Background: an optimization exercise with open tools, aiming at small area and a short achievable clock period. Do not read the settings as production practice.
The RTL was checked by simulation tests, not by an equivalence proof against the original design.
Power figures rest on the tool's default switching activity, not on a simulated workload.

## flow/config.mk

```make
export PLATFORM = sky130hd
export DESIGN_NAME = fetch_unit
export DESIGN_NICKNAME = fetch_unit
export VERILOG_FILES = /design/flow/design.v
export SDC_FILE = /design/flow/constraint.sdc
export NUM_CORES = 4
export LEC_CHECK = 0
export CAP_MARGIN = 20
export CORE_MARGIN = 2
export CORE_UTILIZATION = 60
export SETUP_SLACK_MARGIN = 2.9
export SLEW_MARGIN = 20
export SYNTH_HIERARCHICAL = 1
export SYNTH_MINIMUM_KEEP_SIZE = 0
export TNS_END_PERCENT = 5
```

## flow/constraint.sdc

```tcl
create_clock -name core_clock -period 5.0 [get_ports {clk}]
set_input_delay 1.0000 -clock core_clock [delete_from_list [all_inputs] [get_ports {clk}]]
set_output_delay 1.0000 -clock core_clock [all_outputs]
set_load 0.01 [all_outputs]
```

## flow/design.v

```verilog
`timescale 1ns/1ns
package fetch_pkg;
    typedef logic [31:0] word_t;
    typedef enum logic [1:0] {
        strong_nt = 2'b00,
        weak_nt   = 2'b01,
        weak_t    = 2'b10,
        strong_t  = 2'b11
    } pred_state_e;
    typedef struct packed {
        logic  branch;
        logic  taken;
        logic  mispredict;
        word_t branch_pc;
        word_t dest;
    } resolve_t;
    typedef struct packed {
        word_t pc;
        word_t npc;
        word_t instr;
    } fetch_t;
endpackage
`timescale 1ns/1ns
module instruction_rom #(
    parameter int DEPTH = 32
) (
    input  logic [3:0]       sel_lo,
    input  logic [7:0]       sel_hi,
    output fetch_pkg::word_t instr_word
);
    fetch_pkg::word_t rom [DEPTH];
    initial begin
        $readmemh("program.hex", rom);
    end
    always_comb begin
        instr_word = '0;
        for (int w = 0; w < DEPTH; w++) begin
            instr_word = instr_word | (rom[w] & {32{sel_lo[w % 4] && sel_hi[w / 4]}});
        end
    end
endmodule
`timescale 1ns/1ns
module target_buffer #(
    parameter int DEPTH = 32
) (
    input  logic                   clk,
    input  logic                   rst,
    input  logic [DEPTH-1:0]       target_we,
    input  fetch_pkg::word_t       target_data,
    output logic [DEPTH-1:0]       valid,
    input  logic [DEPTH-1:0]       any_sel,
    input  logic [DEPTH-1:0]       rd_sel,
    output logic [1:0][31:0]       rd_half_n
);
    localparam int HALF = DEPTH / 2;
    logic [DEPTH-1:0][31:0] next_addr;
    logic [DEPTH-1:0][31:0] rd_term;
    always_ff @(posedge clk) begin
        for (int i = 0; i < DEPTH; i++) begin
            if (target_we[i]) begin
                next_addr[i] <= target_data;
            end
        end
    end
    always_ff @(posedge clk or posedge rst) begin
        if (rst) begin
            valid <= '0;
        end else begin
            valid <= valid | target_we;
        end
    end
    for (genvar i = 0; i < DEPTH; i++) begin : g_entry
        for (genvar b = 0; b < 32; b++) begin : g_bit
            if (((i + 1) >> b) & 1) begin : g_one
                assign rd_term[i][b] = any_sel[i] && (next_addr[i][b] || !valid[i]);
            end else begin : g_zero
                assign rd_term[i][b] = rd_sel[i] && next_addr[i][b];
            end
        end
    end
    always_comb begin
        for (int h = 0; h < 2; h++) begin
            rd_half_n[h] = '1;
            for (int i = 0; i < HALF; i++) begin
                rd_half_n[h] = rd_half_n[h] & ~rd_term[h * HALF + i];
            end
        end
    end
endmodule
`timescale 1ns/1ns
module predictor_table #(
    parameter int DEPTH = 32
) (
    input  logic                     clk,
    input  logic                     rst,
    input  logic                     step_en,
    input  logic                     taken,
    input  logic [$clog2(DEPTH)-1:0] upd_idx,
    output logic [DEPTH-1:0]         target_we
);
    logic [DEPTH-1:0] dir;
    logic [DEPTH-1:0] sat;
    logic [DEPTH-1:0] hit;
    logic [DEPTH-1:0] cross_t;
    logic [DEPTH-1:0] cross_n;
    logic [3:0]       dec_lo;
    logic [7:0]       dec_hi;
    index_predecode u_dec (
        .idx (upd_idx),
        .en  (step_en),
        .lo  (dec_lo),
        .hi  (dec_hi)
    );
    always_comb begin
        for (int i = 0; i < DEPTH; i++) begin
            hit[i]     = dec_lo[i % 4] && dec_hi[i / 4];
            cross_t[i] = !sat[i] && !dir[i];
            cross_n[i] = !sat[i] && dir[i];
            target_we[i] = hit[i] && (taken ? cross_t[i] : cross_n[i]);
        end
    end
    always_ff @(posedge clk or posedge rst) begin
        if (rst) begin
            dir <= '0;
            sat <= '0;
        end else begin
            for (int i = 0; i < DEPTH; i++) begin
                dir[i] <= dir[i] ^ target_we[i];
                if (hit[i]) begin
                    sat[i] <= (dir[i] == taken);
                end
            end
        end
    end
endmodule
`timescale 1ns/1ns
module fetch_sequencer #(
    parameter int DEPTH = 32
) (
    input  logic                     clk,
    input  logic                     rst,
    input  logic                     stall,
    input  logic                     mem_stall,
    input  logic                     mispredict,
    input  fetch_pkg::word_t         dest,
    output logic [3:0]               rom_lo,
    output logic [7:0]               rom_hi,
    input  fetch_pkg::word_t         instr_word,
    input  logic [DEPTH-1:0]         valid,
    output logic [DEPTH-1:0]         any_sel,
    output logic [DEPTH-1:0]         rd_sel,
    input  logic [1:0][31:0]         rd_half_n,
    output fetch_pkg::word_t         fetch_pc,
    output fetch_pkg::word_t         fetch_npc,
    output fetch_pkg::word_t         fetch_instr
);
    localparam int IDX_W = $clog2(DEPTH);
    fetch_pkg::word_t fetch_addr;
    logic [IDX_W-1:0] fetch_idx;
    logic [3:0]       dec_lo;
    logic [7:0]       dec_hi;
    logic             load_en;
    assign fetch_addr = mispredict ? dest : fetch_npc;
    assign fetch_idx  = fetch_addr[IDX_W-1:0];
    assign load_en  = !mem_stall && (mispredict || !stall);
    index_predecode u_dec (
        .idx (fetch_idx),
        .en  (load_en),
        .lo  (dec_lo),
        .hi  (dec_hi)
    );
    assign rom_lo = dec_lo;
    assign rom_hi = dec_hi;
    always_comb begin
        for (int i = 0; i < DEPTH; i++) begin
            any_sel[i] = dec_lo[i % 4] && dec_hi[i / 4];
            rd_sel[i]  = valid[i] && dec_lo[i % 4] && dec_hi[i / 4];
        end
    end
    always_ff @(posedge clk or posedge rst) begin
        if (rst) begin
            fetch_pc <= '0;
        end else if (load_en) begin
            fetch_pc <= fetch_addr;
        end
    end
    always_ff @(posedge clk or posedge rst) begin
        if (rst) begin
            fetch_npc   <= '0;
            fetch_instr <= '0;
        end else begin
            fetch_npc   <= ~(rd_half_n[0] & rd_half_n[1] & ~(fetch_npc & {32{!load_en}}));
            fetch_instr <= instr_word | (fetch_instr & {32{!load_en}});
        end
    end
endmodule
module index_predecode (
    input  logic [4:0] idx,
    input  logic       en,
    output logic [3:0] lo,
    output logic [7:0] hi
);
    always_comb begin
        for (int i = 0; i < 4; i++) begin
            lo[i] = (idx[1:0] == 2'(i));
        end
        for (int i = 0; i < 8; i++) begin
            hi[i] = en && (idx[4:2] == 3'(i));
        end
    end
endmodule
`timescale 1ns/1ns
module fetch_unit #(
    parameter int DEPTH = 32
) (
    input  logic        clk,
    input  logic        rst,
    input  logic        stall,
    input  logic        mem_stall,
    input  logic        resolve_branch,
    input  logic        resolve_taken,
    input  logic        resolve_mispredict,
    input  logic [31:0] resolve_branch_pc,
    input  logic [31:0] resolve_dest,
    output logic [31:0] fetch_pc,
    output logic [31:0] fetch_npc,
    output logic [31:0] fetch_instr
);
    localparam int IDX_W = $clog2(DEPTH);
    logic [3:0]       rom_lo;
    logic [7:0]       rom_hi;
    fetch_pkg::word_t instr_word;
    logic [DEPTH-1:0] rd_sel;
    logic [DEPTH-1:0] any_sel;
    logic [DEPTH-1:0] valid;
    logic [1:0][31:0] rd_half_n;
    logic [DEPTH-1:0] target_we;
    fetch_sequencer #(
        .DEPTH (DEPTH)
    ) u_seq (
        .clk          (clk),
        .rst          (rst),
        .stall        (stall),
        .mem_stall    (mem_stall),
        .mispredict   (resolve_mispredict),
        .dest         (resolve_dest),
        .rom_lo       (rom_lo),
        .rom_hi       (rom_hi),
        .instr_word   (instr_word),
        .valid        (valid),
        .any_sel      (any_sel),
        .rd_sel       (rd_sel),
        .rd_half_n    (rd_half_n),
        .fetch_pc     (fetch_pc),
        .fetch_npc    (fetch_npc),
        .fetch_instr  (fetch_instr)
    );
    instruction_rom #(
        .DEPTH (DEPTH)
    ) u_rom (
        .sel_lo     (rom_lo),
        .sel_hi     (rom_hi),
        .instr_word (instr_word)
    );
    target_buffer #(
        .DEPTH (DEPTH)
    ) u_tgt (
        .clk          (clk),
        .rst          (rst),
        .target_we    (target_we),
        .target_data  (resolve_dest),
        .valid        (valid),
        .any_sel      (any_sel),
        .rd_sel       (rd_sel),
        .rd_half_n    (rd_half_n)
    );
    predictor_table #(
        .DEPTH (DEPTH)
    ) u_pred (
        .clk        (clk),
        .rst        (rst),
        .step_en    (resolve_branch && !mem_stall),
        .taken      (resolve_taken),
        .upd_idx    (resolve_branch_pc[IDX_W-1:0]),
        .target_we  (target_we)
    );
endmodule
```

## flow/program.hex

```
// One 32-bit instruction word per line, hex, word index 0 upward
00000013
00100093
00200113
002081b3
40110233
0041f2b3
0052e333
005343b3
00739413
0033d493
00a00513
00b50593
fea58ee3
00c58633
0062a6b3
00d68733
00e707b3
00f78833
010808b3
01188933
c0ffee01
012909b3
01398a33
014a0ab3
015a8b33
016b0bb3
017b8c33
018c0cb3
019c8d33
01ad0db3
01bd8e33
00008067
```

## flow/flow/run.sh

```bash
#!/bin/bash
# The standard layout (the standard.sh, standard synthesis unchanged) with
# two changes made through ORFS's own environment hooks:
#  - port buffers are buf_2 cells rather than the slow delay cells that
#    buffer_ports picks by default;
#  - clock tree: larger sink clusters and no dummy loads.
# ORFS's per-step logs go to orfs/logs/; make's whole output to standard.log.
set -euo pipefail
export BUFFER_PORTS_ARGS="-buffer_cell sky130_fd_sc_hd__buf_2"
export CTS_ARGS="-sink_clustering_enable -repair_clock_nets -dont_use_dummy_load -sink_clustering_size 24 -sink_clustering_max_diameter 80"
bash standard.sh > standard.log 2>&1
```

## flow/standard.sh

```bash
#!/bin/bash
# synth_recipe.tcl (not shown) runs the flow's synth.tcl, then flattens the netlist and writes it again
# the make line also repeats each setting of config.mk as NAME=value (left out here)
make -C /OpenROAD-flow-scripts/flow DESIGN_CONFIG=/design/flow/config.mk WORK_HOME=/design/flow/orfs CLKGATE_MAP_FILE= SYNTH_SCRIPT=/design/flow/synth_recipe.tcl "${@:-finish}"
```

==> flow_summary.rst, run 1 <==
.. list-table::
   :header-rows: 1

   * - Metric
     - Value
   * - Remaining number of nets flagged by the antenna check after routing
     - 0
   * - Sw Pwr
     - around 4.6 mW
   * - Hold violation total from the final report
     - 0
   * - Number of clock sinks seen by CTS
     - ~1,200
   * - Commonest cells post-synth
     - sky130_fd_sc_hd__edfxtp_1, sky130_fd_sc_hd__a22oi_1, sky130_fd_sc_hd__dfrtp_1
   * - First-iteration detailed-routing DRC count
     - 4,517
   * - Portion of the post-synthesis area used by sequential elements
     - about three quarters
   * - Combinational group share of total power
     - a little under an eighth
   * - Post-route cell area
     - 55,100 um2
   * - Average footprint of a synthesized cell
     - around 17 um2
   * - Routed length on met3
     - roughly 19,000 um
   * - WL/cell
     - roughly 34 um
   * - Number of cells produced by synthesis
     - roughly 2,800
   * - Total number of nets in the final design
     - between 3,000 and 4,000
   * - Boundary pin count
     - approximately 170
   * - Antenna violations before repair
     - 7
   * - Layout overhead on the synthesized area
     - 18.0%
   * - Number of H-tree levels
     - 2
   * - Beginning of the worst register-to-register path
     - u_seq.fetch_npc[0]
   * - Type of the worst min-delay path
     - reg -> reg
   * - Maximum number of pins on one net before global-route repair
     - between 60 and 70
   * - Cell depth of the worst hold path
     - 1
   * - PD cells
     - between 300 and 400 nW/um2
   * - Setup repair after global routing missed its margin
     - true
   * - Minimum period implied by the final worst setup slack
     - 2.68 ns
   * - Share of power burned in the clock network
     - a little over a quarter
   * - Number of enable-type register cells in the synthesized netlist
     - 1,024
   * - Library cells used by synthesis
     - 66
   * - Number of warnings printed during yosys synthesis
     - 11
   * - Final Max Slew Viols
     - 0
   * - Detailed-placement wirelength estimate
     - about 73,000 um
   * - Wirelength, routed
     - 146,000 um
   * - Share of synthesized flip-flops with an asynchronous set or reset
     - between 10% and 20%
   * - Launch instance of the worst min-delay path
     - u_seq.fetch_instr[22]
   * - Die Wd
     - ~280 um
   * - Core ar.
     - 77,200 um2
   * - Clock latency on the worst-skew pair
     - roughly 0.66 ns
   * - P_int
     - 14.3 mW
   * - Core Rows
     - ~100
   * - Global route overflow
     - 0
   * - Area after DPL
     - between 40,000 and 50,000 um2
   * - Max-cap check violation count
     - 0
   * - Hold Crit Endpoint
     - u_seq.fetch_instr[22]
   * - DRC violations left
     - 0
   * - Setup skew after layout
     - around 0.025 ns
   * - Gpl congestion
     - 0.893
   * - Yosys reg bits
     - between 1,000 and 1,500
   * - Switching part of the total power
     - between 20% and 30%
   * - Highest metal used
     - met5
   * - Share of layout cells above drive strength 1
     - around 31%
   * - LEAKAGE
     - 19.7 nW
   * - Worst Reg2Reg Path Length in Cells
     - 10
   * - Clock transition at the registers of the reported paths
     - about 0.09 ns
   * - IR Drop Worst-Case VDD
     - about 0.00029 V
   * - Post-route fraction of the period consumed by the critical path
     - between 50% and 60%
   * - Final sum of negative setup slack
     - 0 ns
   * - Pre-Repair DR Iteration Count
     - 7
   * - Worst Tran Pin Value
     - between 1 and 1.5 ns
   * - Reg-to-reg slack, setup
     - about 2.4 ns
   * - Worst Setup Path Type
     - in -> reg
   * - Hold-fix buffers, CTS
     - 0
   * - Maximum root-to-sink buffer count
     - 3
   * - Relative contribution of sequential cells to total power
     - 61.6%
   * - Critical path data required time
     - between 5 and 6 ns
   * - Length of routed met2 wiring
     - about 66,000 um
   * - Clock tree from TritonCTS
     - yes
   * - Fmax
     - 0.373 GHz
   * - Dominant cell by count in the synthesized netlist
     - sky130_fd_sc_hd__edfxtp_1
   * - Area fraction of the dominant cell type after synthesis
     - between 60 and 70%
   * - CTS Root Buffer Type
     - sky130_fd_sc_hd__clkbuf_16
   * - Vias after detailed routing
     - about 30,000
   * - Port Buffers
     - ~140
   * - Post-Route M1 WL
     - roughly 56,000 um
   * - Die extent in y
     - roughly 280 um
   * - FF-to-FF End
     - u_seq.fetch_npc[4]
   * - Clock buffers created by TritonCTS
     - 57
   * - Ranking of synthesized cells by area
     - sky130_fd_sc_hd__edfxtp_1, sky130_fd_sc_hd__dfrtp_1, sky130_fd_sc_hd__a22oi_1
   * - Worst Path Max Fanout
     - 6
   * - DIE AREA
     - between 80,000 and 90,000 um2
   * - Synthesized cell area
     - ~47,000 um2
   * - Outcome
     - finished clean
   * - Effective utilization at floorplan
     - 60.5%
   * - Most area-hungry cell type in the Yosys netlist
     - sky130_fd_sc_hd__edfxtp_1
   * - Post-synthesis net count
     - between 2,000 and 3,000
   * - Dominant synthesized flop cell
     - sky130_fd_sc_hd__edfxtp_1
   * - Critical Path Source Type
     - primary input
   * - Max-slew headroom at the worst pin
     - between 20% and 30%
   * - Endpoint class of the critical path
     - flip-flop
   * - Mean number of vias per cell
     - 7.01
   * - Count of endpoints failing setup in the final report
     - 0
   * - Number of global-route vias before repair
     - roughly 28,000
   * - First-pass GRT wire length
     - between 200,000 and 250,000 um
   * - Gr usage total
     - about a third
   * - Endpoint arrival time on the critical path
     - 3.20 ns
worst max-delay path by stage:
stage,cells after the start,to,slack (ns),start
detailed placement,9,u_seq.fetch_npc[21],0.76,resolve_mispredict
CTS,11,u_seq.fetch_npc[31],2.41,resolve_mispredict
floorplan,12,u_seq.fetch_instr[16],1.99,resolve_mispredict
finish,11,u_seq.fetch_npc[4],2.32,resolve_mispredict
global route,11,u_seq.fetch_npc[4],2.34,resolve_mispredict
global placement,9,u_seq.fetch_npc[5],0.82,resolve_mispredict
cell families (layout without fill, tap and decap cells):
group | after synthesis | after routing | share of synthesized area (%)
AOI/OAI and AO/OA | 744 | 744 | 12.8
xor gates and xnor gates | 32 | 32 | 0.600
buffers and inverters | 212 | 558 | 2.58
DFF | 1216 | 1216 | 76.1
muxes | 69 | 72 | 1.66
other | 1 | 2 | 0.00803
and+or+nand+nor | 538 | 559 | 6.24
power groups by stage:
stage          combinational, mW  sequential [mW]  clock (mW)
4_1_cts                     2.09             11.6        5.01
6_report                    2.26             11.7        5.00
3_5_place_dp                1.68             11.8           0
3_3_place_gp                1.63             11.8           0
5_1_grt                     2.38             11.7        5.35
2_1_floorplan              0.867             11.8           0
critical path, cell delays in order:
cell and delay, ns:
sky130_fd_sc_hd__buf_12 0.12, sky130_fd_sc_hd__mux2_4 0.34, sky130_fd_sc_hd__and2_4 0.21, sky130_fd_sc_hd__buf_12 0.15
sky130_fd_sc_hd__and3_4 0.16, sky130_fd_sc_hd__buf_12 0.15, sky130_fd_sc_hd__a22o_4 0.24, sky130_fd_sc_hd__a221oi_4 0.20
sky130_fd_sc_hd__nand4_1 0.23, sky130_fd_sc_hd__a21oi_2 0.28, sky130_fd_sc_hd__nand3_1 0.12
Yosys stat by module (local to each module, per instance), excerpt:
module | cell area (um2) | flip-flops and latches | cells inside | copies in the design
index_predecode | 119 | 0 | 12 | 2
fetch_unit | 13.8 | 0 | 1 | 1
registers in the layout, summed over array words and instances (netlist names):
register           cells
u_pred.dir            32
u_tgt.next_addr     1024
u_seq.fetch_pc        32
u_seq.fetch_npc       32
u_tgt.valid           32
u_pred.sat            32
u_seq.fetch_instr     32
layout by cell type, fill, tap and decap left out, types with 7 or more instances in the layout:
cell type,count
sky130_fd_sc_hd__a221oi_4,11
sky130_fd_sc_hd__buf_2,131
sky130_fd_sc_hd__nor2b_4,7
sky130_fd_sc_hd__and2_1,36
sky130_fd_sc_hd__nor2_2,29
sky130_fd_sc_hd__xnor2_1,32
sky130_fd_sc_hd__nand4_1,30
sky130_fd_sc_hd__a221oi_1,19
sky130_fd_sc_hd__a22oi_1,223
sky130_fd_sc_hd__buf_6,29
sky130_fd_sc_hd__nand3_1,116
sky130_fd_sc_hd__a22oi_2,7
sky130_fd_sc_hd__mux2_2,64
sky130_fd_sc_hd__buf_4,195
sky130_fd_sc_hd__o21ai_0,130
sky130_fd_sc_hd__a21o_1,32
sky130_fd_sc_hd__nand3b_1,32
sky130_fd_sc_hd__buf_12,70
sky130_fd_sc_hd__a22o_1,118
sky130_fd_sc_hd__bufbuf_16,7
sky130_fd_sc_hd__or2_2,35
sky130_fd_sc_hd__buf_8,11
sky130_fd_sc_hd__clkbuf_16,67
sky130_fd_sc_hd__nand2_1,43
sky130_fd_sc_hd__nand3_2,37
sky130_fd_sc_hd__o21a_1,7
sky130_fd_sc_hd__buf_16,13
sky130_fd_sc_hd__and3_4,39
sky130_fd_sc_hd__edfxtp_1,1024
sky130_fd_sc_hd__inv_1,31
sky130_fd_sc_hd__o32ai_2,31
sky130_fd_sc_hd__dfrtp_1,188
sky130_fd_sc_hd__a221oi_2,90
sky130_fd_sc_hd__nor2_4,55
sky130_fd_sc_hd__nor2_1,41
sky130_fd_sc_hd__a21oi_1,39
final cells by class:
type	count	area, um2
diodes	1	2.50
clock buffers	57	1430
fillers	4900	22100
inverters	35	140
multi-input cells	1408	11900
flip-flops and latches	1216	35600
well taps	1040	1300
repair buffers	466	4850
timing repair:
action,4_1_cts,5_1_grt
setup endpoints to repair,1213,1172
pin swaps,115,131
cloned,40,15
buffers inserted,124,66
gates resized for setup,305,153
through the flow:
stage	instances	hold slack, ns	worst slack, ns	power (mW)	util [%]
4_1_cts	4141	0.483	2.41	18.7	69.2
3_3_place_gp	3920	0.456	0.821	13.5	63.2
6_report	4223	0.478	2.32	18.9	71.4
5_1_grt	4222	0.509	2.34	19.4	71.4
3_5_place_dp	3920	0.465	0.757	13.5	63.2
2_1_floorplan	2812	0.455	1.99	12.7	-
metal layers:
layer | vias to the layer above | track usage, %
met4 | 4 | 8.50
met5 | - | 0
met3 | 266 | 7.39
met2 | 2109 | 54.1
li1 | 12010 | -
met1 | 15231 | 51.7
==> inputs of run 2 (changes only) <==
--- a/flow/design.v
+++ b/flow/design.v
@@ -160,7 +160,7 @@
     logic [3:0]       dec_lo;
     logic [7:0]       dec_hi;
     logic             load_en;
-    assign fetch_addr = mispredict ? dest : fetch_npc;
+    assign fetch_addr = mispredict ? dest : npc_q;
     assign fetch_idx  = fetch_addr[IDX_W-1:0];
     assign load_en  = !mem_stall && (mispredict || !stall);
     index_predecode u_dec (
@@ -184,15 +184,24 @@
             fetch_pc <= fetch_addr;
         end
     end
-    always_ff @(posedge clk or posedge rst) begin
-        if (rst) begin
-            fetch_npc   <= '0;
+    fetch_pkg::word_t npc_q;
+    fetch_pkg::word_t npc_nxt;
+    assign npc_nxt = ~(rd_half_n[0] & rd_half_n[1] & ~(npc_q & {32{!load_en}}));
+    always_ff @(posedge clk or posedge rst) begin
+        if (rst) begin
+            npc_q       <= '0;
             fetch_instr <= '0;
         end else begin
-            fetch_npc   <= ~(rd_half_n[0] & rd_half_n[1] & ~(fetch_npc & {32{!load_en}}));
+            npc_q       <= npc_nxt;
             fetch_instr <= instr_word | (fetch_instr & {32{!load_en}});
         end
     end
+    port_reg u_npc_out (
+        .clk (clk),
+        .rst (rst),
+        .d   (npc_nxt),
+        .q   (fetch_npc)
+    );
 endmodule
 module index_predecode (
     input  logic [4:0] idx,
@@ -206,6 +215,20 @@
         end
         for (int i = 0; i < 8; i++) begin
             hi[i] = en && (idx[4:2] == 3'(i));
+        end
+    end
+endmodule
+module port_reg (
+    input  logic             clk,
+    input  logic             rst,
+    input  fetch_pkg::word_t d,
+    output fetch_pkg::word_t q
+);
+    always_ff @(posedge clk or posedge rst) begin
+        if (rst) begin
+            q <= '0;
+        end else begin
+            q <= d;
         end
     end
 endmodule
==> run 2 against run 1 <==
Net effect:
- setup slack gained 0.00060 ns
- critical endpoint is now u_seq.npc_q[4]
- highest routed layer unchanged
- still clean on timing, DRC and antenna
- global-route usage grew 0.39 points
- cell area is essentially flat
- critical path type unchanged
- power grew 2.0%
==> flow_summary.rst, run 2 <==
.. list-table::
   :header-rows: 1

   * - Metric
     - Value
   * - Number of H-tree levels
     - 2 (unchanged)
   * - Critical path data required time
     - 5.49 ns (-0.03 ns)
   * - Mean number of vias per cell
     - 7.03 (+0.16%)
   * - Remaining number of nets flagged by the antenna check after routing
     - 0 (unchanged)
   * - Core Rows
     - 103 (+0.98%)
   * - Die extent in y
     - 285 um (+0.85%)
   * - Ranking of synthesized cells by area
     - sky130_fd_sc_hd__edfxtp_1, sky130_fd_sc_hd__dfrtp_1, sky130_fd_sc_hd__a22oi_1
   * - DRC violations left
     - 0 (unchanged)
   * - Cell-by-cell trace of the critical path
     - buf_12, mux2_4, and4bb_4, buf_12, and3_4, buf_12, a22o_1, a221oi_2, nand4_1, a21oi_2, nand3_1
   * - Port Buffers
     - 139 (unchanged)
   * - Register with the most flip-flops
     - u_tgt.next_addr
   * - Hold-fix buffers, CTS
     - 0 (unchanged)
   * - Clock transition at the registers of the reported paths
     - 0.08 ns (about the same)
   * - Pre-Repair DR Iteration Count
     - 5 (-2)
   * - Synthesized cell area
     - 47,500 um2 (+1.7%)
   * - Type of the worst min-delay path
     - reg -> reg
   * - Die Wd
     - 285 um (+0.85%)
   * - Slowest cell on the critical path
     - sky130_fd_sc_hd__mux2_4
   * - Library cells used by synthesis
     - 66 (unchanged)
   * - Worst Tran Pin Value
     - 1.15 ns (+0.0356 ns)
   * - Number of global-route vias before repair
     - 28,229 (-0.046%)
   * - Detailed-placement wirelength estimate
     - 73,800 um (+0.86%)
   * - Average footprint of a synthesized cell
     - 16.7 um2 (+0.54%)
   * - Total number of nets in the final design
     - 3,248 (-0.22%)
   * - Cell seen most often among critical-path stages
     - sky130_fd_sc_hd__buf_12
   * - Final Max Slew Viols
     - 0 (unchanged)
   * - Number of enable-type register cells in the synthesized netlist
     - 1,024 (unchanged)
   * - Area fraction of the dominant cell type after synthesis
     - 64.7% (-1.1 points)
   * - Number of cells produced by synthesis
     - 2,845 (+1.2%)
   * - Number of clock sinks seen by CTS
     - 1,248 (+2.6%)
   * - Endpoint arrival time on the critical path
     - 3.17 ns (-0.03 ns)
   * - Setup repair after global routing missed its margin
     - true
   * - Share of layout cells above drive strength 1
     - 28.5% (-2.8 points)
   * - Global route overflow
     - 0 (unchanged)
   * - LEAKAGE
     - 19.8 nW (+0.14%)
   * - Wirelength, routed
     - 146,000 um (+0.21%)
   * - Most common library cell in the layout ignoring fill and taps
     - sky130_fd_sc_hd__edfxtp_1
   * - CTS Root Buffer Type
     - sky130_fd_sc_hd__clkbuf_16
   * - Clock buffers created by TritonCTS
     - 59 (+3.5%)
   * - First-iteration detailed-routing DRC count
     - 4,437 (-1.8%)
   * - Effective utilization at floorplan
     - 60.4% (-0.15 points)
   * - Critical Path Source Type
     - primary input
   * - Flip-flop count of the largest register, all copies and words added
     - 1,024 (unchanged)
   * - Buf/Inv on CP
     - 3 (unchanged)
   * - Filler instances
     - 5,142 (+4.9%)
   * - Endpoint class of the critical path
     - flip-flop
   * - CP peak stage delay
     - 0.34 ns (about the same)
   * - Outcome
     - finished clean
   * - Antenna violations before repair
     - 4 (-3)
   * - Dominant cell by count in the synthesized netlist
     - sky130_fd_sc_hd__edfxtp_1
   * - Routing layer with the top usage in global route
     - met1
   * - Minimum period implied by the final worst setup slack
     - 2.68 ns (-0.000600 ns)
   * - Met1 Track Usage GR
     - 53.4% (+1.7 points)
   * - Worst Path Max Fanout
     - 7 (+1)
   * - Clock latency on the worst-skew pair
     - 0.68 ns (+0.02 ns)
   * - Met3 Use GR
     - 6.71% (-0.68 points)
   * - Yosys reg bits
     - 1,248 (+2.6%)
   * - Core ar.
     - 78,700 um2 (+2.0%)
   * - Portion of the post-synthesis area used by sequential elements
     - 76.5% (+0.40 points)
   * - Final sum of negative setup slack
     - 0 ns (unchanged)
   * - Number of warnings printed during yosys synthesis
     - 12 (+1)
   * - Gpl congestion
     - 0.868 (-2.9%)
   * - Dominant synthesized flop cell
     - sky130_fd_sc_hd__edfxtp_1
   * - Max-slew headroom at the worst pin
     - 23.4% (-2.4 points)
   * - Commonest cells post-synth
     - sky130_fd_sc_hd__edfxtp_1, sky130_fd_sc_hd__a22oi_1, sky130_fd_sc_hd__dfrtp_1
   * - WL/cell
     - 34.5 um (about the same)
   * - PD cells
     - 350 nW/um2 (+2.1%)
   * - Global-route met2 utilization
     - 53.3% (-0.73 points)
   * - Clock tree from TritonCTS
     - yes
   * - Overall power consumption
     - 19.3 mW (+2.0%)
   * - Maximum number of pins on one net before global-route repair
     - 97 (+49%)
   * - Vias after detailed routing
     - 29,711 (+0.31%)
   * - First-pass GRT wire length
     - 205,000 um (+1.8%)
   * - IR Drop Worst-Case VDD
     - 0.000293 V (+2.8%)
   * - Most area-hungry cell type in the Yosys netlist
     - sky130_fd_sc_hd__edfxtp_1
   * - Boundary pin count
     - 167 (unchanged)
   * - Maximum root-to-sink buffer count
     - 3 (unchanged)
   * - Worst Setup Path Type
     - in -> reg
   * - DIE AREA
     - 81,500 um2 (+1.7%)
   * - Count of endpoints failing setup in the final report
     - 0 (unchanged)
   * - Gr usage total
     - 35.4% (+0.39 points)
   * - Reg-to-reg slack, setup
     - 2.37 ns (+0.02 ns)
   * - Layout overhead on the synthesized area
     - 15.9%
   * - Post-route fraction of the period consumed by the critical path
     - 53.6% (about the same)
   * - Share of synthesized flip-flops with an asynchronous set or reset
     - 17.9% (+2.2 points)
   * - Post-synthesis net count
     - 2,916 (+1.1%)
   * - Kind of cell with the highest combined delay on the critical path
     - simple AND/OR/NAND/NOR gates
   * - Setup skew after layout
     - 0.0428 ns (+0.0179 ns)
   * - Hold violation total from the final report
     - 0 (unchanged)
   * - Commonest cells after routing, fill and taps aside
     - sky130_fd_sc_hd__edfxtp_1, sky130_fd_sc_hd__a22oi_1, sky130_fd_sc_hd__dfrtp_1, sky130_fd_sc_hd__buf_4, sky130_fd_sc_hd__buf_2
   * - Fmax
     - 0.373 GHz (about the same)
   * - Max-cap check violation count
     - 0 (unchanged)
run 2: area by class of cell:
| cell class | count | area (um2) | area share [%] |
|---|---|---|---|
| Inverter | 36 | 144 | 0.261 |
| Clock buffer | 59 | 1480 | 2.68 |
| Timing Repair Buffer | 426 | 4370 | 7.93 |
| Antenna cell | 4 | 10.0 | 0.0182 |
| Multi-Input combinational cell | 1406 | 11400 | 20.7 |
| Tap cell | 1050 | 1310 | 2.38 |
| Sequential cell | 1248 | 36400 | 66.0 |
run 2: what timing repair did:
| action | 4_1_cts | 5_1_grt |
|---|---|---|
| buffers inserted | 119 | 37 |
| pin swaps | 158 | 30 |
| endpoints found under the setup margin | 1255 | 1249 |
| cloned | 45 | 6 |
| gates resized for setup | 323 | 32 |
run 2: Yosys stat by module (local to each module, per instance), a selection:
module	copies in the design	flip-flops and latches	cell area (um2)
port_reg	1	32	805
fetch_unit	1	0	13.8
index_predecode	2	0	119
run 2: cell families (layout without fill, tap and decap cells):
| family | count (synthesis) | in the layout | synth area share [%] |
|---|---|---|---|
| buffers and inverters | 213 | 521 | 2.54 |
| XOR/XNOR | 32 | 32 | 0.590 |
| flip-flops | 1248 | 1248 | 76.5 |
| AND/OR/NAND/NOR | 538 | 557 | 6.13 |
| other | 1 | 5 | 0.00789 |
| AO/OA/AOI/OAI | 744 | 744 | 12.6 |
| multiplexers | 69 | 72 | 1.64 |
run 2: through the flow:
| stage | std cells | cell area, um2 | utilization (%) | hold slack (ns) | setup slack [ns] |
|---|---|---|---|---|---|
| 2_1_floorplan | 2845 | 47700 | - | 0.455 | 1.99 |
| 3_3_place_gp | 3959 | 49600 | 63.0 | 0.455 | 0.634 |
| 3_5_place_dp | 3959 | 49600 | 63.0 | 0.460 | 0.716 |
| 4_1_cts | 4182 | 54400 | 69.1 | 0.476 | 2.38 |
| 5_1_grt | 4226 | 55100 | 70.0 | 0.485 | 2.29 |
| 6_report | 4229 | 55100 | 70.0 | 0.472 | 2.32 |
run 2: power breakdown:
group / total (mW) / switching [mW] / internal [mW]
clock network: 5.13 / 3.04 / 2.10
registers: 12.0 / 0.337 / 11.7
logic: 2.17 / 1.28 / 0.890
total: 19.3 / 4.65 / 14.7
run 2: worst reg2reg max path: stages, from the launching register on:
cell,delay (ns)
sky130_fd_sc_hd__dfrtp_1,0.43
sky130_fd_sc_hd__mux2_4,0.33
sky130_fd_sc_hd__and4bb_4,0.24
sky130_fd_sc_hd__buf_12,0.13
sky130_fd_sc_hd__and3_4,0.20
sky130_fd_sc_hd__buf_12,0.16
sky130_fd_sc_hd__a22o_1,0.22
sky130_fd_sc_hd__a221oi_2,0.21
sky130_fd_sc_hd__nand4_1,0.16
sky130_fd_sc_hd__a21oi_2,0.26
sky130_fd_sc_hd__nand3_1,0.14
run 2: path summary, 6_finish.rpt:
path                                  startpoint               endpoint  cells past startpoint
setup / recovery              resolve_mispredict         u_seq.npc_q[4]                     11
hold / removal             u_seq.fetch_instr[22]  u_seq.fetch_instr[22]                      1
setup reg to reg                  u_seq.npc_q[2]         u_seq.npc_q[4]                     10
hold reg to reg            u_seq.fetch_instr[22]  u_seq.fetch_instr[22]                      1
max in group asynchronous                    rst          u_pred.dir[2]                      3
min in group asynchronous                    rst        u_tgt.valid[24]                      3
run 2: metal layers:
metal	vias to the layer above	routed length (um)	share of wire, %
met5	-	23	0.016
met4	4	4640	3.2
met3	254	18700	13
met2	2032	65900	45
met1	15401	56700	39
li1	12020	-	-
==> inputs of run 3 (changes only) <==
--- a/flow/config.mk
+++ b/flow/config.mk
@@ -8,8 +8,8 @@
 export CAP_MARGIN = 20
 export CORE_MARGIN = 2
 export CORE_UTILIZATION = 60
-export SETUP_SLACK_MARGIN = 2.9
+export SETUP_SLACK_MARGIN = 3.1
 export SLEW_MARGIN = 20
 export SYNTH_HIERARCHICAL = 1
 export SYNTH_MINIMUM_KEEP_SIZE = 0
-export TNS_END_PERCENT = 5
+export TNS_END_PERCENT = 0
==> run 3 against run 2 <==
Net effect:
- still clean
- maximum frequency rose by 0.65%
- utilization decreased by 1.9 points
- non-clock buffer count fell by 57
- synthesized cell count unchanged
- global-route usage fell by 1.5 points
- clock power shrank 1%
- setup slack better by 0.017 ns
- cell area down 2.7%
- synthesized area unchanged
- wire length is 4.8% lower
- hold slack got worse by 0.0066 ns
- largest cell class unchanged
==> flow_summary.rst, run 3 <==
.. list-table::
   :header-rows: 1

   * - Metric
     - Value
   * - Worst hold-check slack
     - 0.465 ns (-0.00658 ns)
   * - Most area-hungry cell type in the Yosys netlist
     - sky130_fd_sc_hd__edfxtp_1
   * - Max-slew headroom at the worst pin
     - 26.8% (+3.4 points)
   * - Kind of cell with the highest combined delay on the critical path
     - simple AND/OR/NAND/NOR gates
   * - Clock transition at the registers of the reported paths
     - 0.09 ns (about the same)
   * - Sequential cell area
     - 36,400 um2 (unchanged)
   * - Adder and majority gate portion of the synthesized area
     - 0% (unchanged)
   * - Post-route fraction of the period consumed by the critical path
     - 53.2% (-0.34 points)
   * - Number of clock sinks seen by CTS
     - 1,248 (unchanged)
   * - Post-synthesis net count
     - 2,916 (unchanged)
   * - LEAKAGE
     - 19.1 nW (-3.5%)
   * - Dpl ws
     - 0.650 ns (-0.0667 ns)
   * - Buf/Inv on CP
     - 2 (-1)
   * - Portion of the post-synthesis area used by sequential elements
     - 76.5% (unchanged)
   * - Worst Setup Path Type
     - in -> reg
   * - Boundary pin count
     - 167 (unchanged)
   * - Clock tree from TritonCTS
     - yes
   * - Setup skew after layout
     - 0.0373 ns (-0.00551 ns)
   * - Port Buffers
     - 139 (unchanged)
   * - Cell seen most often among critical-path stages
     - sky130_fd_sc_hd__buf_12
   * - Endpoint arrival time on the critical path
     - 3.14 ns (-0.03 ns)
   * - Remaining number of nets flagged by the antenna check after routing
     - 0 (unchanged)
   * - Area used by multi-input combinational logic
     - 11,200 um2 (-2.2%)
   * - Number of cells produced by synthesis
     - 2,845 (unchanged)
   * - Number of H-tree levels
     - 2 (unchanged)
   * - Total number of nets in the final design
     - 3,185 (-1.9%)
   * - Share of layout cells above drive strength 1
     - 25.8% (-2.7 points)
   * - Core ar.
     - 78,700 um2 (unchanged)
   * - Outcome
     - finished clean
   * - Max-cap check violation count
     - 0 (unchanged)
   * - Mean number of vias per cell
     - 6.92 (-1.5%)
   * - Launch point of the worst path
     - resolve_mispredict
   * - Core Rows
     - 103 (unchanged)
   * - Average footprint of a synthesized cell
     - 16.7 um2 (unchanged)
   * - First-pass GRT wire length
     - 197,000 um (-3.7%)
   * - Flip-flop count of the largest register, all copies and words added
     - 1,024 (unchanged)
   * - Dominant synthesized flop cell
     - sky130_fd_sc_hd__edfxtp_1
   * - Number of warnings printed during yosys synthesis
     - 12 (unchanged)
   * - WL/cell
     - 33.4 um (-3.3%)
   * - Fmax
     - 0.376 GHz (+0.65%)
   * - Layout overhead on the synthesized area
     - 12.8%
   * - Filler instances
     - 5,345 (+3.9%)
   * - Worst Reg2Reg Path Length in Cells
     - 9 (-1)
   * - Vias after detailed routing
     - 28,806 (-3.0%)
   * - Pre-Repair DR Iteration Count
     - 6 (+1)
   * - Endpoint class of the critical path
     - flip-flop
   * - Final sum of negative setup slack
     - 0 ns (unchanged)
   * - Clock latency on the worst-skew pair
     - 0.66 ns (-0.02 ns)
   * - Effective utilization at floorplan
     - 60.4% (unchanged)
   * - Gpl congestion
     - 0.862 (-0.67%)
   * - DRC violations left
     - 0 (unchanged)
   * - Die Wd
     - 285 um (unchanged)
   * - Critical Path Source Type
     - primary input
   * - Commonest cells after routing, fill and taps aside
     - sky130_fd_sc_hd__edfxtp_1, sky130_fd_sc_hd__a22oi_1, sky130_fd_sc_hd__dfrtp_1, sky130_fd_sc_hd__buf_4, sky130_fd_sc_hd__nand3_1
   * - DIE AREA
     - 81,500 um2 (unchanged)
   * - Worst Path Max Fanout
     - 6 (-1)
   * - Beginning of the worst register-to-register path
     - u_seq.npc_q[0]
   * - Cell-by-cell trace of the critical path
     - buf_12, mux2_4, and4bb_4, and3_4, buf_12, a22o_1, a221oi_4, nand4_1, a21oi_2, nand3_1
   * - XOR/XNOR share of the synthesized area
     - 0.590% (unchanged)
   * - CTS Root Buffer Type
     - sky130_fd_sc_hd__clkbuf_16
   * - Antenna violations before repair
     - 3 (-1)
   * - Final core utilization
     - 68.1% (-1.9 points)
   * - Synthesized cell area
     - 47,500 um2 (unchanged)
   * - Yosys reg bits
     - 1,248 (unchanged)
   * - Hold violation total from the final report
     - 0 (unchanged)
   * - Wirelength, routed
     - 139,000 um (-4.8%)
   * - Share of synthesized flip-flops with an asynchronous set or reset
     - 17.9% (unchanged)
   * - Largest family of logic cells by synthesized area
     - compound AO/OA/AOI/OAI gates
   * - Most common library cell in the layout ignoring fill and taps
     - sky130_fd_sc_hd__edfxtp_1
   * - Register with the most flip-flops
     - u_tgt.next_addr
   * - Count of endpoints failing setup in the final report
     - 0 (unchanged)
   * - Share of synthesized area spent on multiplexers
     - 1.64% (unchanged)
   * - Minimum period implied by the final worst setup slack
     - 2.66 ns (-0.0172 ns)
   * - Hold-fix buffers, CTS
     - 0 (unchanged)
   * - Die extent in y
     - 285 um (unchanged)
   * - Slowest cell on the critical path
     - sky130_fd_sc_hd__mux2_4
   * - Maximum number of pins on one net before global-route repair
     - 97 (unchanged)
   * - Area fraction of the dominant cell type after synthesis
     - 64.7% (unchanged)
   * - Worst Tran Pin Value
     - 1.09 ns (-0.0582 ns)
   * - Setup repair after global routing missed its margin
     - true
   * - Number of enable-type register cells in the synthesized netlist
     - 1,024 (unchanged)
   * - Maximum root-to-sink buffer count
     - 3 (unchanged)
   * - Critical path data required time
     - 5.48 ns (about the same)
   * - Number of global-route vias before repair
     - 27,798 (-1.5%)
   * - CP peak stage delay
     - 0.34 ns (about the same)
   * - First-iteration detailed-routing DRC count
     - 3,868 (-13%)
   * - Complex-gate fraction of the synthesized area
     - 12.6% (unchanged)
   * - PD cells
     - 356 nW/um2 (+1.6%)
   * - IR Drop Worst-Case VDD
     - 0.000326 V (+11%)
   * - Gr usage total
     - 33.9% (-1.5 points)
   * - Simple-Gate Fraction of Synth Area
     - 6.13% (unchanged)
   * - Clock buffers created by TritonCTS
     - 58 (-1.7%)
   * - Library cells used by synthesis
     - 66 (unchanged)
   * - Commonest cells post-synth
     - sky130_fd_sc_hd__edfxtp_1, sky130_fd_sc_hd__a22oi_1, sky130_fd_sc_hd__dfrtp_1
   * - Final Max Slew Viols
     - 0 (unchanged)
   * - Type of the worst min-delay path
     - in -> async
   * - Detailed-placement wirelength estimate
     - 76,000 um (+2.9%)
   * - Critical path depth in cells
     - 10 (-1)
   * - Worst-case setup margin in the final layout
     - 2.34 ns (+0.0172 ns)
   * - Ranking of synthesized cells by area
     - sky130_fd_sc_hd__edfxtp_1, sky130_fd_sc_hd__dfrtp_1, sky130_fd_sc_hd__a22oi_1
   * - Global route overflow
     - 0 (unchanged)
   * - Dominant cell by count in the synthesized netlist
     - sky130_fd_sc_hd__edfxtp_1
-- run 3: kinds of logic (layout without fill, tap and decap cells) --
group	count (synthesis)	count (layout)
flip-flops	1248	1248
multiplexers	69	71
AND/OR/NAND/NOR	538	553
XOR/XNOR	32	32
AO/OA/AOI/OAI	744	744
buffers and inverters	213	463
other	1	2
-- run 3: per-layer routing --
layer	track usage, %	part of all wire, %	vias up
met2	52.6	46	1740
li1	-	-	11877
met3	5.79	12	178
met1	51.3	39	15011
met4	7.62	2.4	0
met5	0	0	-
-- run 3: area by class of cell --
cell class	count	share of cell area, %
sequential	1248	67.8
antenna	1	0.00467
clock buffer	58	2.71
inverter	36	0.264
tap	1050	2.45
timing repair buffer	369	5.94
multi-input combinational	1401	20.8
-- run 3: modules after synthesis, one instance, submodules excluded, a selection --
| module | copies in the design | flops+latches | cell area [um2] |
|---|---|---|---|
| fetch_unit | 1 | 0 | 13.8 |
| index_predecode | 2 | 0 | 119 |
| port_reg | 1 | 32 | 805 |
-- run 3: per-stage QoR --
stage          power [mW]  area, um2  std cells
3_5_place_dp         13.9      49800       3977
6_report             19.1      53600       4163
3_3_place_gp         13.8      49800       3977
4_1_cts              19.1      53300       4147
2_1_floorplan        13.1      47700       2845
5_1_grt              19.6      53600       4162
-- run 3: path summary, 6_finish.rpt --
check	end	slack [ns]
max	u_seq.npc_q[4]	2.34
min	u_seq.fetch_pc[16]	0.47
max reg2reg	u_seq.npc_q[4]	2.38
min reg2reg	u_seq.fetch_instr[22]	0.47
max in group asynchronous	u_pred.dir[14]	3.60
min in group core_clock	u_seq.fetch_instr[22]	0.47
-- run 3: worst register-to-register path, delay by kind of cell (launching register included) --
kind | cells | cell delay (ns)
flip-flops | 1 | 0.44
buffers and inverters | 2 | 0.35
AO/OA/AOI/OAI | 2 | 0.50
multiplexers | 1 | 0.33
AND/OR/NAND/NOR | 4 | 0.83
-- run 3: timing repair --
| action | in CTS | in global routing |
|---|---|---|
| setup endpoints to repair | 1286 | 1288 |
| gates resized for setup | 225 | 18 |
| gates cloned | 27 | 1 |
| setup buffers | 85 | 14 |
| pin swaps | 75 | 13 |
-- run 3: power by group --
part	switching (mW)	leakage (nW)	total [mW]	internal [mW]
clock network	3.01	0.715	5.07	2.07
registers	0.312	12.1	12.0	11.7
logic	1.23	6.24	2.04	0.808
total	4.55	19.1	19.1	14.5
==> inputs of run 4 (changes only) <==
--- a/flow/config.mk
+++ b/flow/config.mk
@@ -8,6 +8,7 @@
 export CAP_MARGIN = 20
 export CORE_MARGIN = 2
 export CORE_UTILIZATION = 60
+export PLACE_DENSITY = 0.72
 export SETUP_SLACK_MARGIN = 3.1
 export SLEW_MARGIN = 20
 export SYNTH_HIERARCHICAL = 1
==> run 4 against run 3 <==
Net effect:
- sequential power hardly changed
- clock power is essentially flat
- die area unchanged
- clock skew increased by 0.014 ns
- count of clock-buffer cells in the layout rose by 1
- non-clock buffer count increased by 29
==> flow_summary.rst, run 4 <==
.. list-table::
   :header-rows: 1

   * - Metric
     - Value
   * - FF-to-FF End
     - u_seq.npc_q[0]
   * - Reg-to-reg slack, setup
     - 2.33 ns (-0.05 ns)
   * - Critical Path Source Type
     - primary input
   * - DIE AREA
     - 81,500 um2 (unchanged)
   * - First-iteration detailed-routing DRC count
     - 4,747 (+23%)
   * - Wirelength, routed
     - 136,000 um (-2.1%)
   * - Share of layout cells above drive strength 1
     - 26.4% (+0.63 points)
   * - Antenna violations before repair
     - 6 (+3)
   * - Synthesized cell area
     - 47,500 um2 (unchanged)
   * - P_int
     - 14.5 mW (-0.15%)
   * - WL/cell
     - 32.4 um (-3.0%)
   * - Endpoint class of the critical path
     - flip-flop
   * - Clock transition at the registers of the reported paths
     - 0.09 ns (about the same)
   * - PD cells
     - 353 nW/um2 (-0.74%)
   * - Dominant cell by count in the synthesized netlist
     - sky130_fd_sc_hd__edfxtp_1
   * - Total number of nets in the final design
     - 3,220 (+1.1%)
   * - Effective utilization at floorplan
     - 60.4% (unchanged)
   * - Portion of the post-synthesis area used by sequential elements
     - 76.5% (unchanged)
   * - Worst Tran Pin Value
     - 1.13 ns (+0.0397 ns)
   * - Max-cap check violation count
     - 0 (unchanged)
   * - Ranking of synthesized cells by area
     - sky130_fd_sc_hd__edfxtp_1, sky130_fd_sc_hd__dfrtp_1, sky130_fd_sc_hd__a22oi_1
   * - Switching part of the total power
     - 23.9% (+0.040 points)
   * - Port Buffers
     - 139 (unchanged)
   * - CTS Root Buffer Type
     - sky130_fd_sc_hd__clkbuf_16
   * - Endpoint arrival time on the critical path
     - 3.16 ns (+0.02 ns)
   * - Final sum of negative setup slack
     - 0 ns (unchanged)
   * - Worst Setup Path Type
     - in -> reg
   * - Cell-by-cell trace of the critical path
     - buf_12, mux2_4, and2_4, and3_4, buf_12, a22o_1, a221oi_2, nand3_2, nor3_4, nand3_2
   * - Combinational group share of total power
     - 10.5% (-0.2 points)
   * - Dpl ws
     - 0.520 ns (-0.129 ns)
   * - Core ar.
     - 78,700 um2 (unchanged)
   * - Hold violation total from the final report
     - 0 (unchanged)
   * - Gpl congestion
     - 0.923 (+7.2%)
   * - Type of the worst min-delay path
     - in -> async
   * - Relative contribution of sequential cells to total power
     - 62.9% (about the same)
   * - Post-route cell area
     - 54,000 um2 (+0.65%)
   * - Fmax
     - 0.374 GHz (-0.45%)
   * - Layout overhead on the synthesized area
     - 13.6%
   * - Die Wd
     - 285 um (unchanged)
   * - Boundary pin count
     - 167 (unchanged)
   * - Commonest cells after routing, fill and taps aside
     - sky130_fd_sc_hd__edfxtp_1, sky130_fd_sc_hd__a22oi_1, sky130_fd_sc_hd__dfrtp_1, sky130_fd_sc_hd__buf_4, sky130_fd_sc_hd__nand3_1
   * - Worst Reg2Reg Path Length in Cells
     - 9 (unchanged)
   * - Minimum period implied by the final worst setup slack
     - 2.67 ns (+0.0122 ns)
   * - LEAKAGE
     - 19.2 nW (+0.78%)
   * - Clock tree from TritonCTS
     - yes
   * - CP peak stage delay
     - 0.36 ns (+0.02 ns)
   * - Number of H-tree levels
     - 2 (unchanged)
   * - Beginning of the worst register-to-register path
     - u_seq.npc_q[3]
   * - Post-synthesis net count
     - 2,916 (unchanged)
   * - Worst Path Max Fanout
     - 16 (+10)
   * - Core Rows
     - 103 (unchanged)
   * - Clock latency on the worst-skew pair
     - 0.66 ns (about the same)
   * - DRC violations left
     - 0 (unchanged)
   * - Worst-case setup margin in the final layout
     - 2.33 ns (-0.0122 ns)
   * - Number of cells produced by synthesis
     - 2,845 (unchanged)
   * - Post-route fraction of the period consumed by the critical path
     - 53.5% (+0.24 points)
   * - Number of global-route vias before repair
     - 27,856 (+0.21%)
   * - Vias after detailed routing
     - 29,486 (+2.4%)
   * - Commonest cells post-synth
     - sky130_fd_sc_hd__edfxtp_1, sky130_fd_sc_hd__a22oi_1, sky130_fd_sc_hd__dfrtp_1
   * - Outcome
     - finished clean
   * - Clock buffers created by TritonCTS
     - 59 (+1.7%)
   * - Area after DPL
     - 49,700 um2 (-0.13%)
   * - Average footprint of a synthesized cell
     - 16.7 um2 (unchanged)
   * - Dominant synthesized flop cell
     - sky130_fd_sc_hd__edfxtp_1
   * - Number of clock sinks seen by CTS
     - 1,248 (unchanged)
   * - First-pass GRT wire length
     - 192,000 um (-2.6%)
   * - Number of enable-type register cells in the synthesized netlist
     - 1,024 (unchanged)
   * - Critical path data required time
     - 5.48 ns (about the same)
   * - Detailed-placement wirelength estimate
     - 74,600 um (-1.8%)
   * - Most common library cell in the layout ignoring fill and taps
     - sky130_fd_sc_hd__edfxtp_1
   * - Gr usage total
     - 32.6% (-1.4 points)
   * - Remaining number of nets flagged by the antenna check after routing
     - 0 (unchanged)
   * - Yosys reg bits
     - 1,248 (unchanged)
   * - Setup skew after layout
     - 0.0513 ns (+0.0140 ns)
   * - Pre-Repair DR Iteration Count
     - 6 (unchanged)
   * - Share of synthesized flip-flops with an asynchronous set or reset
     - 17.9% (unchanged)
   * - IR Drop Worst-Case VDD
     - 0.000344 V (+5.6%)
   * - Slowest cell on the critical path
     - sky130_fd_sc_hd__mux2_4
   * - Most area-hungry cell type in the Yosys netlist
     - sky130_fd_sc_hd__edfxtp_1
   * - Sw Pwr
     - 4.55 mW (about the same)
   * - Flip-flop count of the largest register, all copies and words added
     - 1,024 (unchanged)
   * - Max-slew headroom at the worst pin
     - 24.7% (-2.1 points)
   * - Area fraction of the dominant cell type after synthesis
     - 64.7% (unchanged)
   * - Count of endpoints failing setup in the final report
     - 0 (unchanged)
   * - Number of warnings printed during yosys synthesis
     - 12 (unchanged)
   * - Global route overflow
     - 0 (unchanged)
   * - Maximum root-to-sink buffer count
     - 3 (unchanged)
   * - Register with the most flip-flops
     - u_tgt.next_addr
   * - Final Max Slew Viols
     - 0 (unchanged)
   * - Setup repair after global routing missed its margin
     - true
   * - Library cells used by synthesis
     - 66 (unchanged)
   * - Mean number of vias per cell
     - 7.02 (+1.5%)
   * - Maximum number of pins on one net before global-route repair
     - 52 (-46%)
   * - Die extent in y
     - 285 um (unchanged)
   * - Share of power burned in the clock network
     - 26.6% (about the same)
[run 4: cell counts after synthesis]
No cell type changed its count.
[run 4: critical path, delay by kind of cell]
kind | cells | cell delay [ns]
buffers and inverters | 2 | 0.29
multiplexers | 1 | 0.36
AO/OA/AOI/OAI | 2 | 0.46
AND/OR/NAND/NOR | 5 | 1.04
[run 4: worst max path at each step]
stage                                   from                    end  slack, ns  cells after the start
after floorplan           resolve_mispredict  u_seq.fetch_instr[16]       1.99                     12
final                     resolve_mispredict         u_seq.npc_q[0]       2.33                     10
after detailed placement           mem_stall  u_seq.u_npc_out.q[13]       0.52                     12
after global placement             mem_stall  u_seq.u_npc_out.q[13]       0.61                     12
after global routing      resolve_mispredict         u_seq.npc_q[2]       2.34                     10
after CTS                 resolve_mispredict        u_seq.npc_q[29]       2.36                     12
[run 4: logic make-up (layout without fill, tap and decap cells)]
logic type	after synthesis	count (layout)	share of synthesized area [%]
AOI/OAI and AO/OA	744	744	12.6
xor gates and xnor gates	32	32	0.590
buffers and inverters	213	494	2.54
DFF	1248	1248	76.5
muxes	69	72	1.64
other	1	3	0.00789
and+or+nand+nor	538	556	6.13
[run 4: power by group through the flow]
stage | logic, mW | registers (mW) | clock network (mW)
5_1_grt | 2.12 | 12.0 | 5.45
4_1_cts | 1.88 | 12.0 | 5.10
6_report | 2.00 | 12.0 | 5.08
3_5_place_dp | 1.70 | 12.2 | 0
3_3_place_gp | 1.65 | 12.2 | 0
2_1_floorplan | 0.883 | 12.2 | 0
[run 4: timing repair]
action	4_1_cts	5_1_grt
hold buffers	0	0
endpoints found under the setup margin	1284	1315
buffers inserted	78	58
resized for setup	157	105
cloned	21	7
pin swaps	52	73
[run 4: routing by layer]
| layer | routed length (um) | GRT usage [%] | part of all wire, % |
|---|---|---|---|
| met1 | 51200 | 48.8 | 38 |
| met2 | 62300 | 50.2 | 46 |
| met3 | 18800 | 6.52 | 14 |
| met4 | 3720 | 7.43 | 2.7 |
| met5 | 27 | 0 | 0.020 |
[run 4: per-module statistics from Yosys, one instance, submodules excluded, excerpt]
module | flip-flops and latches | copies in the design | cell area, um2 | cells
index_predecode | 0 | 2 | 119 | 12
port_reg | 32 | 1 | 805 | 33
fetch_unit | 0 | 1 | 13.8 | 1
[run 4: area by class of cell]
| cell class | count | area [um2] |
|---|---|---|
| sequential | 1248 | 36400 |
| fill | 5071 | 24800 |
| multi-input combinational | 1405 | 11200 |
| timing repair buffer | 398 | 3430 |
| clock buffer | 59 | 1480 |
| tap | 1050 | 1310 |
| inverter | 36 | 156 |
| timing repair inverter | 1 | 8.76 |
| antenna | 2 | 5.00 |
[run 4: through the flow]
step	hold WS (ns)	cells	total power, mW	utilization (%)
2_1_floorplan	0.455	2845	13.1	-
3_3_place_gp	0.455	3974	13.8	63.1
3_5_place_dp	0.460	3974	13.9	63.1
4_1_cts	0.454	4132	18.9	67.1
5_1_grt	0.481	4198	19.6	68.5
6_report	0.472	4199	19.1	68.5
==> inputs of run 5 (changes only) <==
--- a/flow/design.v
+++ b/flow/design.v
@@ -46,6 +46,7 @@
     input  logic                   clk,
     input  logic                   rst,
     input  logic [DEPTH-1:0]       target_we,
+    input  logic [DEPTH-1:0]       target_keep,
     input  fetch_pkg::word_t       target_data,
     output logic [DEPTH-1:0]       valid,
     input  logic [DEPTH-1:0]       any_sel,
@@ -54,13 +55,19 @@
 );
     localparam int HALF = DEPTH / 2;
     logic [DEPTH-1:0][31:0] next_addr;
+    logic [DEPTH-1:0][31:0] next_addr_nxt;
     logic [DEPTH-1:0][31:0] rd_term;
+    table_rewrite #(
+        .DEPTH (DEPTH)
+    ) u_rewrite (
+        .target_we   (target_we),
+        .target_keep (target_keep),
+        .target_data (target_data),
+        .cur         (next_addr),
+        .nxt         (next_addr_nxt)
+    );
     always_ff @(posedge clk) begin
-        for (int i = 0; i < DEPTH; i++) begin
-            if (target_we[i]) begin
-                next_addr[i] <= target_data;
-            end
-        end
+        next_addr <= next_addr_nxt;
     end
     always_ff @(posedge clk or posedge rst) begin
         if (rst) begin
@@ -87,6 +94,21 @@
         end
     end
 endmodule
+module table_rewrite #(
+    parameter int DEPTH = 32
+) (
+    input  logic [DEPTH-1:0]       target_we,
+    input  logic [DEPTH-1:0]       target_keep,
+    input  fetch_pkg::word_t       target_data,
+    input  logic [DEPTH-1:0][31:0] cur,
+    output logic [DEPTH-1:0][31:0] nxt
+);
+    always_comb begin
+        for (int i = 0; i < DEPTH; i++) begin
+            nxt[i] = (target_data & {32{target_we[i]}}) | (cur[i] & {32{target_keep[i]}});
+        end
+    end
+endmodule
 `timescale 1ns/1ns
 module predictor_table #(
     parameter int DEPTH = 32
@@ -96,7 +118,8 @@
     input  logic                     step_en,
     input  logic                     taken,
     input  logic [$clog2(DEPTH)-1:0] upd_idx,
-    output logic [DEPTH-1:0]         target_we
+    output logic [DEPTH-1:0]         target_we,
+    output logic [DEPTH-1:0]         target_keep
 );
     logic [DEPTH-1:0] dir;
     logic [DEPTH-1:0] sat;
@@ -117,6 +140,7 @@
             cross_t[i] = !sat[i] && !dir[i];
             cross_n[i] = !sat[i] && dir[i];
             target_we[i] = hit[i] && (taken ? cross_t[i] : cross_n[i]);
+            target_keep[i] = !target_we[i];
         end
     end
     always_ff @(posedge clk or posedge rst) begin
@@ -258,6 +282,7 @@
     logic [DEPTH-1:0] valid;
     logic [1:0][31:0] rd_half_n;
     logic [DEPTH-1:0] target_we;
+    logic [DEPTH-1:0] target_keep;
     fetch_sequencer #(
         .DEPTH (DEPTH)
     ) u_seq (
@@ -291,6 +316,7 @@
         .clk          (clk),
         .rst          (rst),
         .target_we    (target_we),
+        .target_keep  (target_keep),
         .target_data  (resolve_dest),
         .valid        (valid),
         .any_sel      (any_sel),
@@ -305,6 +331,7 @@
         .step_en    (resolve_branch && !mem_stall),
         .taken      (resolve_taken),
         .upd_idx    (resolve_branch_pc[IDX_W-1:0]),
-        .target_we  (target_we)
+        .target_we  (target_we),
+        .target_keep(target_keep)
     );
 endmodule
--- a/flow/config.mk
+++ b/flow/config.mk
@@ -8,9 +8,8 @@
 export CAP_MARGIN = 20
 export CORE_MARGIN = 2
 export CORE_UTILIZATION = 60
-export PLACE_DENSITY = 0.72
-export SETUP_SLACK_MARGIN = 3.1
+export SETUP_SLACK_MARGIN = 2.9
 export SLEW_MARGIN = 20
 export SYNTH_HIERARCHICAL = 1
 export SYNTH_MINIMUM_KEEP_SIZE = 0
-export TNS_END_PERCENT = 0
+export TNS_END_PERCENT = 5
==> run 5 against run 4 <==
Net effect:
- largest cell class unchanged
- utilization shrank 1.3 points
- sequential share of layout area shrank 19 points
- non-clock buffer count grew 18
- combinational power grew 34%
- wire length grew 44%
==> flow_summary.rst, run 5 <==
.. list-table::
   :header-rows: 1

   * - Metric
     - Value
   * - Fmax
     - 0.366 GHz (-2.0%)
   * - Area fraction of the dominant cell type after synthesis
     - 41.9% (-23 points)
   * - Pre-Repair DR Iteration Count
     - 6 (unchanged)
   * - Max-slew headroom at the worst pin
     - 19.2% (-5.4 points)
   * - Endpoint arrival time on the critical path
     - 3.27 ns (+0.11 ns)
   * - FF-to-FF End
     - u_seq.npc_q[0]
   * - Minimum period implied by the final worst setup slack
     - 2.73 ns (+0.0545 ns)
   * - Beginning of the worst register-to-register path
     - u_seq.npc_q[2]
   * - First-pass GRT wire length
     - 277,000 um (+44%)
   * - Library cells used by synthesis
     - 65 (-1.5%)
   * - Critical path data required time
     - 5.54 ns (+0.06 ns)
   * - PD cells
     - 362 nW/um2 (+2.4%)
   * - Ranking of synthesized cells by area
     - sky130_fd_sc_hd__dfxtp_1, sky130_fd_sc_hd__a22o_1, sky130_fd_sc_hd__dfrtp_1
   * - Final sum of negative setup slack
     - 0 ns (unchanged)
   * - Portion of the post-synthesis area used by sequential elements
     - 53.3% (-23 points)
   * - Type of the worst min-delay path
     - reg -> reg
   * - Maximum number of pins on one net before global-route repair
     - 65 (+25%)
   * - Most area-hungry cell type in the Yosys netlist
     - sky130_fd_sc_hd__dfxtp_1
   * - Post-route fraction of the period consumed by the critical path
     - 54.6% (+1.1 points)
   * - Port Buffers
     - 139 (unchanged)
   * - Vias after detailed routing
     - 40,977 (+39%)
   * - Count of endpoints failing setup in the final report
     - 0 (unchanged)
   * - Number of global-route vias before repair
     - 39,768 (+43%)
   * - Combinational group share of total power
     - 13.7% (+3.2 points)
   * - Commonest cells post-synth
     - sky130_fd_sc_hd__a22o_1, sky130_fd_sc_hd__dfxtp_1, sky130_fd_sc_hd__a22oi_1
   * - Maximum root-to-sink buffer count
     - 3 (unchanged)
   * - Clock latency on the worst-skew pair
     - 0.69 ns (+0.03 ns)
   * - Capture point of the critical path
     - u_seq.npc_q[0]
   * - Dominant synthesized flop cell
     - sky130_fd_sc_hd__dfxtp_1
   * - Core ar.
     - 80,700 um2 (+2.5%)
   * - Share of synthesized flip-flops with an asynchronous set or reset
     - 17.9% (unchanged)
   * - IR Drop Worst-Case VDD
     - 0.000334 V (-3.0%)
   * - Critical Path Source Type
     - primary input
   * - Yosys reg bits
     - 1,248 (unchanged)
   * - Average footprint of a synthesized cell
     - 11.7 um2 (-30%)
   * - Clock transition at the registers of the reported paths
     - 0.09 ns (about the same)
   * - Number of enable-type register cells in the synthesized netlist
     - 0 (-100%)
   * - Overall power consumption
     - 19.6 mW (+2.9%)
   * - Remaining number of nets flagged by the antenna check after routing
     - 0 (unchanged)
   * - Number of clock sinks seen by CTS
     - 1,248 (unchanged)
   * - P_int
     - 14.3 mW (-1.5%)
   * - Most common library cell in the layout ignoring fill and taps
     - sky130_fd_sc_hd__a22o_1
   * - Filler instances
     - 5,989 (+18%)
   * - Boundary pin count
     - 167 (unchanged)
   * - Number of cells produced by synthesis
     - 4,189 (+47%)
   * - DRC violations left
     - 0 (unchanged)
   * - Effective utilization at floorplan
     - 60.7% (+0.36 points)
   * - Commonest cells after routing, fill and taps aside
     - sky130_fd_sc_hd__a22o_1, sky130_fd_sc_hd__dfxtp_1, sky130_fd_sc_hd__a22oi_1, sky130_fd_sc_hd__dfrtp_1, sky130_fd_sc_hd__buf_4
   * - Clock tree from TritonCTS
     - yes
   * - Worst Reg2Reg Path Length in Cells
     - 10 (+1)
   * - Reg-to-reg slack, setup
     - 2.30 ns (-0.03 ns)
   * - Register with the most flip-flops
     - u_tgt.next_addr
   * - Max-cap check violation count
     - 0 (unchanged)
   * - Number of warnings printed during yosys synthesis
     - 13 (+1)
   * - Total number of nets in the final design
     - 4,306 (+34%)
   * - Number of H-tree levels
     - 2 (unchanged)
   * - Gpl congestion
     - 0.904 (-2.1%)
   * - Outcome
     - finished clean
   * - Post-synthesis net count
     - 4,260 (+46%)
   * - Detailed-placement wirelength estimate
     - 96,800 um (+30%)
   * - DIE AREA
     - 83,900 um2 (+3.0%)
   * - Gr usage total
     - 45.2% (+13 points)
   * - Launch point of the worst path
     - resolve_mispredict
   * - Relative contribution of sequential cells to total power
     - 59.4% (-3.5 points)
   * - Worst Tran Pin Value
     - 1.20 ns (+0.0730 ns)
   * - Hold-fix buffers, CTS
     - 0 (unchanged)
   * - Global route overflow
     - 0 (unchanged)
   * - Sequential cell area
     - 26,100 um2 (-28%)
   * - Synthesized cell area
     - 49,000 um2 (+3.1%)
   * - Die extent in y
     - 290 um (+1.5%)
   * - Switching part of the total power
     - 27.1% (+3.2 points)
-- run 5: cell count changes after synthesis, moves of 3 or more --
cell	change
sky130_fd_sc_hd__clkbuf_1	+11
sky130_fd_sc_hd__buf_1	+8
sky130_fd_sc_hd__a221oi_2	-8
sky130_fd_sc_hd__or2_2	+4
sky130_fd_sc_hd__buf_6	+191
sky130_fd_sc_hd__a221oi_1	+8
sky130_fd_sc_hd__buf_2	+80
sky130_fd_sc_hd__edfxtp_1	-1024
sky130_fd_sc_hd__buf_12	-3
sky130_fd_sc_hd__dfxtp_1	+1024
sky130_fd_sc_hd__or2_1	+28
sky130_fd_sc_hd__a22o_1	+1022
-- run 5: layout make-up --
type                       instances  area share (%)
antenna                           11          0.0508
clock buffer                      59            2.72
inverter                          36           0.268
multi-input combinational       2474            39.0
sequential                      1248            48.1
tap                             1060            2.45
timing repair buffer             416            7.40
-- run 5: worst min path at each step --
stage | startpoint | to | slack, ns | cells past startpoint
floorplan | u_tgt.next_addr[997] | u_tgt.next_addr[997] | 0.43 | 1
global placement | u_tgt.next_addr[997] | u_tgt.next_addr[997] | 0.44 | 1
detailed placement | u_tgt.next_addr[997] | u_tgt.next_addr[997] | 0.45 | 1
CTS | u_tgt.next_addr[772] | u_tgt.next_addr[772] | 0.47 | 1
global route | u_tgt.next_addr[772] | u_tgt.next_addr[772] | 0.48 | 1
finish | u_tgt.next_addr[475] | u_tgt.next_addr[475] | 0.47 | 1
-- run 5: per-stage QoR --
| step | std cells | hold slack, ns | util, % | setup slack, ns | area [um2] |
|---|---|---|---|---|---|
| finish | 5304 | 0.472 | 67.2 | 2.27 | 54200 |
| global route | 5302 | 0.480 | 67.2 | 2.29 | 54200 |
| CTS | 5271 | 0.474 | 66.4 | 2.39 | 53500 |
| detailed placement | 5035 | 0.450 | 60.3 | 0.527 | 48700 |
| global placement | 5034 | 0.444 | 60.3 | 0.631 | 48700 |
| floorplan | 4189 | 0.430 | - | 1.99 | 49100 |
-- run 5: worst max-delay path, stage by stage --
cell	delay, ns
sky130_fd_sc_hd__buf_12	0.11
sky130_fd_sc_hd__mux2_4	0.35
sky130_fd_sc_hd__and4b_2	0.30
sky130_fd_sc_hd__buf_12	0.14
sky130_fd_sc_hd__and3_4	0.20
sky130_fd_sc_hd__buf_12	0.15
sky130_fd_sc_hd__a22o_1	0.18
sky130_fd_sc_hd__a221oi_2	0.21
sky130_fd_sc_hd__nand3_2	0.20
sky130_fd_sc_hd__nor3_4	0.29
sky130_fd_sc_hd__nand3_2	0.11
-- run 5: power groups by stage --
stage               Clock (mW)  Sequential (mW)  Combinational (mW)
global route              5.60             11.7                2.81
global placement             0             11.7                2.06
finish                    5.29             11.6                2.68
CTS                       5.24             11.6                2.52
detailed placement           0             11.8                2.14
floorplan                    0             11.7                1.50
-- run 5: logic make-up (layout without fill, tap and decap cells) --
family	Yosys count	after routing	share of synthesized area, %
XOR/XNOR	32	32	0.572
flip-flops	1248	1248	53.3
AO/OA/AOI/OAI	1768	1768	30.4
AND/OR/NAND/NOR	570	603	6.35
other	1	12	0.00766
buffers and inverters	501	511	7.75
multiplexers	69	70	1.59
-- run 5: modules after synthesis (local to each module, per instance), excerpt --
module	cells inside	times used
index_predecode	12	2
port_reg	33	1
fetch_unit	1	1
-- run 5: per-layer routing --
layer	up-vias	GRT usage [%]	wire length (um)	share of wire, %
li1	16252	-	-	-
met2	3353	66.9	84600	43
met5	-	0.966	113	0.058
met1	20482	56.9	71400	36
met4	2	32.7	16300	8.3
met3	888	12.2	23300	12
-- run 5: timing repair --
| action | 4_1_cts | 5_1_grt |
|---|---|---|
| resized for setup | 344 | 89 |
| buffers inserted | 126 | 18 |
| pin swaps | 138 | 109 |
| setup endpoints to repair | 1327 | 1275 |
| cloned | 51 | 3 |

Setup slack of run 5, layout unchanged: 2.271 ns with ideal ports, 2.219 ns with driving cells assumed (clock clkbuf_16, inputs buf_2), 1.473 ns with port delays also shifted by the 0.746 ns mid clock arrival.
